This design comes from an exercise in tuning for small area, a short achievable clock period and few clock cycles per item on the open sky130 flow, not from production work. Only simulation tests tie the RTL to the original design; equivalence was not proved.

==> v25 <==
## yaw_pid_differential_thrust
module yaw_pid_differential_thrust (
  input  logic                                     clk,
  input  logic                                     rst_n,
  input  logic                                     in_valid,
  output logic                                     in_stall,
  input  logic signed [ypdt_pkg::ANGLE_W-1:0]      in_heading_now,
  input  logic signed [ypdt_pkg::ANGLE_W-1:0]      in_heading_goal,
  input  logic signed [ypdt_pkg::SPEED_W-1:0]      in_forward_speed,
  input  logic        [ypdt_pkg::DT_W-1:0]         in_time_step,
  output logic                                     out_valid,
  input  logic                                     out_stall,
  output logic signed [ypdt_pkg::DRIVE_W-1:0]      out_left_drive,
  output logic signed [ypdt_pkg::DRIVE_W-1:0]      out_right_drive,
  input  logic                                     psel,
  input  logic                                     penable,
  input  logic                                     pwrite,
  input  logic        [ypdt_pkg::ADDR_W-1:0]       paddr,
  input  logic        [ypdt_pkg::DATA_W-1:0]       pwdata,
  output logic        [ypdt_pkg::DATA_W-1:0]       prdata,
  output logic                                     pready
);
==> flow/config.mk <==
export PLATFORM = sky130hd
export DESIGN_NAME = yaw_pid_differential_thrust
export DESIGN_NICKNAME = yaw_pid_differential_thrust
export VERILOG_FILES = /design/flow/design.v
export SDC_FILE = /design/flow/constraint.sdc
export NUM_CORES = 4
export LEC_CHECK = 0
export CAP_MARGIN = 20
export CORE_MARGIN = 2
export CORE_UTILIZATION = 30
export PLACE_DENSITY = 0.5
export SLEW_MARGIN = 20
==> flow/constraint.sdc <==
create_clock -name core_clock -period 11.0 [get_ports {clk}]
set_input_delay 2.2000 -clock core_clock [delete_from_list [all_inputs] [get_ports {clk}]]
set_output_delay 2.2000 -clock core_clock [all_outputs]
set_load 0.01 [all_outputs]
standard.sh (not shown) runs the stock make flow with config.mk's settings and CLKGATE_MAP_FILE= SYNTH_SCRIPT=/design/flow/synth_recipe.tcl, a recipe that flattens the netlist after the stock synthesis.
==> flow/flow/run.sh <==
#!/bin/bash
# The standard layout (standard.sh runs the standard synthesis and the
# ORFS steps unchanged), with the timing repair after placement, CTS and
# global routing asked to leave this much setup slack at the design's clock
# period, so that it sizes up the slow paths of this deeply pipelined design.
set -euo pipefail
bash standard.sh SETUP_SLACK_MARGIN=6.5 finish > standard_flow.log 2>&1
==> inputs of v38, as changes to v25 <==
--- a/flow/flow/run.sh
+++ b/flow/flow/run.sh
@@ -6,2 +6,2 @@
 set -euo pipefail
-bash standard.sh SETUP_SLACK_MARGIN=6.5 finish > standard_flow.log 2>&1
+bash standard.sh SETUP_SLACK_MARGIN=7 finish > standard_flow.log 2>&1
==> inputs of v27, as changes to v25 <==
==> flow/flow/run.sh (replaced) <==
#!/bin/bash
# The standard layout (standard.sh runs the standard synthesis and the
# ORFS steps unchanged), with the timing repair after placement, CTS and
# global routing asked to leave this much setup slack at the design's clock
# period, so that it sizes up the slow paths of this deeply pipelined design;
# gate cloning is left out of that repair.
set -euo pipefail
bash standard.sh SETUP_SLACK_MARGIN=6.75 SKIP_GATE_CLONING=1 finish > standard_flow.log 2>&1
==> qor summary <==
item	v25	v38	v27
Status	complete, no violations	complete, but fails checks	complete, no violations
Reasons for failing layout checks	-	antenna violations	-
Net count of the finished layout	21200	21400	21200
Cell depth of the worst setup path	12	16	16
R2R Setup Slk	6.56 ns	6.78 ns	6.64 ns
Worst hold path endpoint	ed15[7]$_DFF_P_	qd13[7]$_DFF_P_	qd12[8]$_DFF_P_
Via count of the first global-routing pass	134000	134000	134000
DR vias	137000	138000	137000
Actual slew at the worst max-slew pin	1.19 ns	1.20 ns	1.21 ns
Proportion of cell area occupied by multi-input gates	52.5%	52.3%	52.6%
Wire length on met2	257000 um	260000 um	258000 um
Routed wire length per instance	20.6 um	20.9 um	20.5 um
Number of CTS-inserted buffers	332	327	332
Smallest setup slack after layout	6.56 ns	6.78 ns	6.64 ns
Testbench counts of v25, summed over its fixed seeds: cycles 1,376, items 1,200.
Testbench counts of v38, summed over its fixed seeds: cycles 1,376, items 1,200.
Testbench counts of v27, summed over its fixed seeds: cycles 1,376, items 1,200.

[re-timing with driven ports]
Ports are ideal in the flow. The routed layouts listed here were re-timed in OpenROAD. Step 1 sets driving cells, clkbuf_16 on the clock port and buf_2 on the other inputs (assumed; they add their load-dependent delay and slew). Step 2 times the ports against the registers' clock, not the clock port: input delays grow and output delays shrink by t, the midpoint of the rising clock arrivals with the driver on. Slacks: no drivers / after step 1 / after step 2; pairs: no drivers / after step 1.
run | t (ns) | setup WS [ns] | hold WS [ns] | worst register clock-pin slew, ns
v25 | 1.103 | 6.564 / 6.564 / 5.660 | 0.288 / 0.288 / 0.288 | 0.07 / 0.07
v38 | 1.091 | 6.777 / 6.777 / 6.159 | 0.276 / 0.276 / 0.276 | 0.07 / 0.07
v27 | 1.075 | 6.639 / 6.639 / 5.880 | 0.281 / 0.281 / 0.281 | 0.08 / 0.08
For v25, which loses most, drivers alone change the setup slack by 0.000 ns; drivers and shift together by -0.904 ns.
